This is an optimization exercise on Yosys and OpenROAD, whose aim is small area, a short achievable clock period and few clock cycles per item, not a production implementation. Only simulation tests tie the RTL to the original design; equivalence was not proved.

Setup of rev 12:
Design alu_mc, start of the top module:
module alu_mc (
    input  logic        clk,
    input  logic        reset,
    input  logic        start,
    input  logic        i,
    input  logic [31:0] SrcA,
    input  logic [31:0] SrcB,
    input  logic [3:0]  af,
    output logic        busy,
    output logic        done,
    output logic [31:0] Alures,
    output logic        Zero,
    output logic        Neg,
    output logic        ovfalu
);
Size: roughly 150 flip-flops, ~110 I/O pins, roughly 0.035 mm² of cells after synthesis.
==> module alu_mc, before the edit <==
module alu_mc (
    input  logic        clk,
    input  logic        reset,
    input  logic        start,
    input  logic        i,
    input  logic [31:0] SrcA,
    input  logic [31:0] SrcB,
    input  logic [3:0]  af,
    output logic        busy,
    output logic        done,
    output logic [31:0] Alures,
    output logic        Zero,
    output logic        Neg,
    output logic        ovfalu
);
    logic        busy_q, done_q, ovf_q;
    logic [31:0] res_q;
    logic        mul_q;       
    logic        fin_q;       
    logic        hiop_q;      
    logic        sgn_q;       
    logic        qneg_q, rneg_q, dovf_q, bneg_q;
    logic        bprev_q;     
    logic [3:0]  cnt_q;
    logic        last_q;      
    logic        short_q;     
    logic [34:0] m_q;         
    logic [33:0] hi_q;        
    logic [31:0] lo_q;        
    wire accept = start & ~busy_q;
    wire a_neg  = i & SrcA[31];
    wire b_neg  = i & SrcB[31];
    wire last   = last_q;
    logic [31:0] alu_res;
    logic        alu_ovf;
    alu_simple u_alu (.a(SrcA), .b(SrcB), .af(af), .res(alu_res), .ovf(alu_ovf));
    logic        div_triv, b_zero;
    logic [3:0]  dm;
    logic [34:0] d_init;
    logic [31:0] a_mag;
    div_setup u_dset (.a(SrcA), .b(SrcB), .a_neg(a_neg), .b_neg(b_neg), .triv(div_triv),
                      .b_zero(b_zero), .dm(dm), .d_init(d_init), .a_mag(a_mag));
    logic [41:0] mstep;
    mul_step u_mul (.hi(hi_q), .lo(lo_q[7:0]), .bprev(bprev_q), .m(m_q[32:0]),
                    .corr_en(last & ~sgn_q & lo_q[7]), .t(mstep));
    wire [33:0] mhi_d = mstep[41:8];
    wire [31:0] mlo_d = {mstep[7:0], lo_q[31:8]};
    wire        mul_ovf = sgn_q ? (mhi_d[31:0] != {32{mlo_d[31]}}) : (mhi_d[31:0] != 32'd0);
    wire        short_a = (SrcA[31:7] == 25'd0) | (i & (SrcA[31:7] == {25{1'b1}}));
    wire        short_b = (SrcB[31:7] == 25'd0) | (i & (SrcB[31:7] == {25{1'b1}}));
    wire        m_short = short_a | short_b;
    wire        m_swap  = short_a & ~short_b;
    wire [31:0] s_res   = hiop_q ? {{22{hi_q[33]}}, hi_q[33:24]} : {hi_q[23:0], lo_q[31:24]};
    wire        s_ovf   = sgn_q ? ~((hi_q[33:23] == 11'd0) | (hi_q[33:23] == {11{1'b1}}))
                                : (hi_q[33:24] != 10'd0);
    logic [33:0] r2;
    logic [1:0]  qd;
    div_step u_div (.hi(hi_q), .m(m_q), .bneg(bneg_q), .r(r2), .q(qd));
    wire  [31:0] quo_d = {lo_q[29:0], qd};
    wire         fix_need = hiop_q ? rneg_q : qneg_q;
    logic [31:0] fix_res;
    neg32 u_fix (.x(hiop_q ? hi_q[31:0] : lo_q), .n(1'b1), .y(fix_res));
    always_ff @(posedge clk) begin
        if (reset) begin
            busy_q <= 1'b0;
            done_q <= 1'b0;
            ovf_q  <= 1'b0;
            res_q  <= 32'd0;
            fin_q  <= 1'b0;
        end else begin
            done_q <= 1'b0;
            if (accept) begin
                if (af[3] & (af[2] ^ af[1])) begin
                    if (af[2] & div_triv) begin
                        res_q  <= (af[0] | ~b_zero) ? (af[0] ? SrcA : 32'd0) : 32'hFFFFFFFF;
                        ovf_q  <= b_zero;
                        done_q <= 1'b1;
                    end else begin
                        busy_q <= 1'b1;
                        mul_q  <= ~af[2];
                    end
                end else begin
                    res_q  <= alu_res;
                    ovf_q  <= alu_ovf;
                    done_q <= 1'b1;
                end
            end else if (busy_q) begin
                if (mul_q) begin
                    if (fin_q) begin
                        res_q  <= s_res;
                        ovf_q  <= hiop_q ? 1'b0 : s_ovf;
                        done_q <= 1'b1;
                        busy_q <= 1'b0;
                        fin_q  <= 1'b0;
                    end else if (last) begin
                        if (short_q) begin
                            fin_q  <= 1'b1;
                        end else begin
                            res_q  <= hiop_q ? mhi_d[31:0] : mlo_d;
                            ovf_q  <= hiop_q ? 1'b0 : mul_ovf;
                            done_q <= 1'b1;
                            busy_q <= 1'b0;
                        end
                    end
                end else if (fin_q) begin
                    res_q  <= fix_res;
                    ovf_q  <= dovf_q;
                    done_q <= 1'b1;
                    busy_q <= 1'b0;
                    fin_q  <= 1'b0;
                end else if (last) begin
                    if (fix_need) begin
                        fin_q  <= 1'b1;
                    end else begin
                        res_q  <= hiop_q ? r2[31:0] : quo_d;
                        ovf_q  <= dovf_q;
                        done_q <= 1'b1;
                        busy_q <= 1'b0;
                    end
                end
            end
        end
    end
    always_ff @(posedge clk) begin
        if (accept) begin
            hiop_q  <= af[0];
            sgn_q   <= i;
            qneg_q  <= a_neg ^ b_neg;
            rneg_q  <= a_neg;
            bneg_q  <= b_neg;
            dovf_q  <= i & (SrcA == 32'h80000000) & (SrcB == 32'hFFFFFFFF);
            cnt_q   <= af[2] ? dm : (m_short ? 4'd0 : 4'd3);
            last_q  <= af[2] ? (dm == 4'd0) : m_short;
            short_q <= m_short;
        end else if (busy_q) begin
            cnt_q   <= cnt_q - 4'd1;
            last_q  <= (cnt_q == 4'd1);
        end
    end
    always_ff @(posedge clk) begin
        if (accept) begin
            bprev_q <= 1'b0;
            if (af[2]) begin
                hi_q <= {2'b0, a_mag};
                lo_q <= 32'd0;
            end else begin
                hi_q <= 34'd0;
                lo_q <= m_swap ? SrcA : SrcB;
            end
        end else if (mul_q) begin
            hi_q    <= mhi_d;
            lo_q    <= mlo_d;
            bprev_q <= lo_q[7];
        end else begin
            hi_q <= r2;
            lo_q <= quo_d;
        end
    end
    always_ff @(posedge clk) begin
        if (accept) begin
            m_q <= af[2] ? d_init : (m_swap ? {{3{b_neg}}, SrcB} : {{3{a_neg}}, SrcA});
        end else if (busy_q & ~mul_q) begin
            m_q <= {{2{m_q[34]}}, m_q[34:2]};
        end
    end
    assign busy   = busy_q;
    assign done   = done_q;
    assign Alures = res_q;
    assign Zero   = (res_q == 32'd0);
    assign Neg    = res_q[31];
    assign ovfalu = ovf_q;
endmodule
make LEC_CHECK=0 ABC_AREA=1 CAP_MARGIN=40 CORE_MARGIN=2 CORE_UTILIZATION=45 SETUP_SLACK_MARGIN=1.8 SLEW_MARGIN=20 TNS_END_PERCENT=5 finish   # period 7.5 ns
run.sh (not shown) runs the stock make flow with config.mk's settings and CLKGATE_MAP_FILE= SYNTH_SCRIPT=/design/flow/synth_recipe.tcl, a recipe that flattens the netlist after the stock synthesis.
Testbench counts of rev 12, summed over its fixed seeds: cycles 29,380, items 16,000.
Here is what was changed in the inputs of rev 13 compared with rev 12.
--- a/flow/design.v
+++ b/flow/design.v
@@ -207,13 +207,12 @@
     logic        hiop_q;      
     logic        sgn_q;       
     logic        qneg_q, rneg_q, dovf_q, bneg_q;
     logic        bprev_q;     
     logic [3:0]  cnt_q;
     logic        last_q;      
-    logic        short_q;     
     logic [34:0] m_q;         
     logic [33:0] hi_q;        
     logic [31:0] lo_q;        
     wire accept = start & ~busy_q;
     wire a_neg  = i & SrcA[31];
     wire b_neg  = i & SrcB[31];
@@ -230,19 +229,12 @@
     logic [41:0] mstep;
     mul_step u_mul (.hi(hi_q), .lo(lo_q[7:0]), .bprev(bprev_q), .m(m_q[32:0]),
                     .corr_en(last & ~sgn_q & lo_q[7]), .t(mstep));
     wire [33:0] mhi_d = mstep[41:8];
     wire [31:0] mlo_d = {mstep[7:0], lo_q[31:8]};
     wire        mul_ovf = sgn_q ? (mhi_d[31:0] != {32{mlo_d[31]}}) : (mhi_d[31:0] != 32'd0);
-    wire        short_a = (SrcA[31:7] == 25'd0) | (i & (SrcA[31:7] == {25{1'b1}}));
-    wire        short_b = (SrcB[31:7] == 25'd0) | (i & (SrcB[31:7] == {25{1'b1}}));
-    wire        m_short = short_a | short_b;
-    wire        m_swap  = short_a & ~short_b;
-    wire [31:0] s_res   = hiop_q ? {{22{hi_q[33]}}, hi_q[33:24]} : {hi_q[23:0], lo_q[31:24]};
-    wire        s_ovf   = sgn_q ? ~((hi_q[33:23] == 11'd0) | (hi_q[33:23] == {11{1'b1}}))
-                                : (hi_q[33:24] != 10'd0);
     logic [33:0] r2;
     logic [1:0]  qd;
     div_step u_div (.hi(hi_q), .m(m_q), .bneg(bneg_q), .r(r2), .q(qd));
     wire  [31:0] quo_d = {lo_q[29:0], qd};
     wire         fix_need = hiop_q ? rneg_q : qneg_q;
     logic [31:0] fix_res;
@@ -270,27 +262,17 @@
                     res_q  <= alu_res;
                     ovf_q  <= alu_ovf;
                     done_q <= 1'b1;
                 end
             end else if (busy_q) begin
                 if (mul_q) begin
-                    if (fin_q) begin
-                        res_q  <= s_res;
-                        ovf_q  <= hiop_q ? 1'b0 : s_ovf;
+                    if (last) begin
+                        res_q  <= hiop_q ? mhi_d[31:0] : mlo_d;
+                        ovf_q  <= hiop_q ? 1'b0 : mul_ovf;
                         done_q <= 1'b1;
                         busy_q <= 1'b0;
-                        fin_q  <= 1'b0;
-                    end else if (last) begin
-                        if (short_q) begin
-                            fin_q  <= 1'b1;
-                        end else begin
-                            res_q  <= hiop_q ? mhi_d[31:0] : mlo_d;
-                            ovf_q  <= hiop_q ? 1'b0 : mul_ovf;
-                            done_q <= 1'b1;
-                            busy_q <= 1'b0;
-                        end
                     end
                 end else if (fin_q) begin
                     res_q  <= fix_res;
                     ovf_q  <= dovf_q;
                     done_q <= 1'b1;
                     busy_q <= 1'b0;
@@ -313,15 +295,14 @@
             hiop_q  <= af[0];
             sgn_q   <= i;
             qneg_q  <= a_neg ^ b_neg;
             rneg_q  <= a_neg;
             bneg_q  <= b_neg;
             dovf_q  <= i & (SrcA == 32'h80000000) & (SrcB == 32'hFFFFFFFF);
-            cnt_q   <= af[2] ? dm : (m_short ? 4'd0 : 4'd3);
-            last_q  <= af[2] ? (dm == 4'd0) : m_short;
-            short_q <= m_short;
+            cnt_q   <= af[2] ? dm : 4'd3;
+            last_q  <= af[2] & (dm == 4'd0);
         end else if (busy_q) begin
             cnt_q   <= cnt_q - 4'd1;
             last_q  <= (cnt_q == 4'd1);
         end
     end
     always_ff @(posedge clk) begin
@@ -329,26 +310,26 @@
             bprev_q <= 1'b0;
             if (af[2]) begin
                 hi_q <= {2'b0, a_mag};
                 lo_q <= 32'd0;
             end else begin
                 hi_q <= 34'd0;
-                lo_q <= m_swap ? SrcA : SrcB;
+                lo_q <= SrcB;
             end
         end else if (mul_q) begin
             hi_q    <= mhi_d;
             lo_q    <= mlo_d;
             bprev_q <= lo_q[7];
         end else begin
             hi_q <= r2;
             lo_q <= quo_d;
         end
     end
     always_ff @(posedge clk) begin
         if (accept) begin
-            m_q <= af[2] ? d_init : (m_swap ? {{3{b_neg}}, SrcB} : {{3{a_neg}}, SrcA});
+            m_q <= af[2] ? d_init : {{3{a_neg}}, SrcA};
         end else if (busy_q & ~mul_q) begin
             m_q <= {{2{m_q[34]}}, m_q[34:2]};
         end
     end
     assign busy   = busy_q;
     assign done   = done_q;
--- outcome ---
Relative to rev 12, wire length has gone down in rev 13. Comparing count of inverters not on the clock network in the layout for rev 12 and rev 13, the bigger number came from rev 13. Compared with rev 12, in rev 13 total via count in the routed design dropped 1139; XOR/XNOR share of the synthesized area dropped 1.7 points. Relative to rev 12, first-pass detailed-route iteration total decreased by 2 in rev 13. Number of flip-flops and latches was lower in rev 13 than in rev 12.
Testbench counts of rev 13, summed over its fixed seeds: cycles 30,282, items 16,000.

[static timing again, ports no longer ideal]
The results above use ideal ports. As a check the final layouts listed here were re-extracted and re-timed, cells and wires unchanged.
Step 1 assumes that a clkbuf_16 drives the clock port and a buf_2 every other input.
Step 2 times the ports against the registers' clock, not the clock port: input delays grow and output delays shrink by t, the midpoint of the rising clock arrivals with the driver on.
Three values: ideal ports, drivers, drivers and shift; two values: the first two.
run	t (ns)	setup WS [ns]	slew at the worst register clock pin (ns)	worst slew at a driven data input, ns	cell pins on the clock port's net
rev 12	0.524	1.568 / 1.568 / 1.253	0.08 / 0.08	0.06	1
rev 13	0.528	1.794 / 1.764 / 1.236	0.08 / 0.08	0.20	1
After both steps every run listed still meets setup and hold. For rev 13, which loses most, drivers alone change the setup slack by -0.030 ns; drivers and shift together by -0.558 ns.
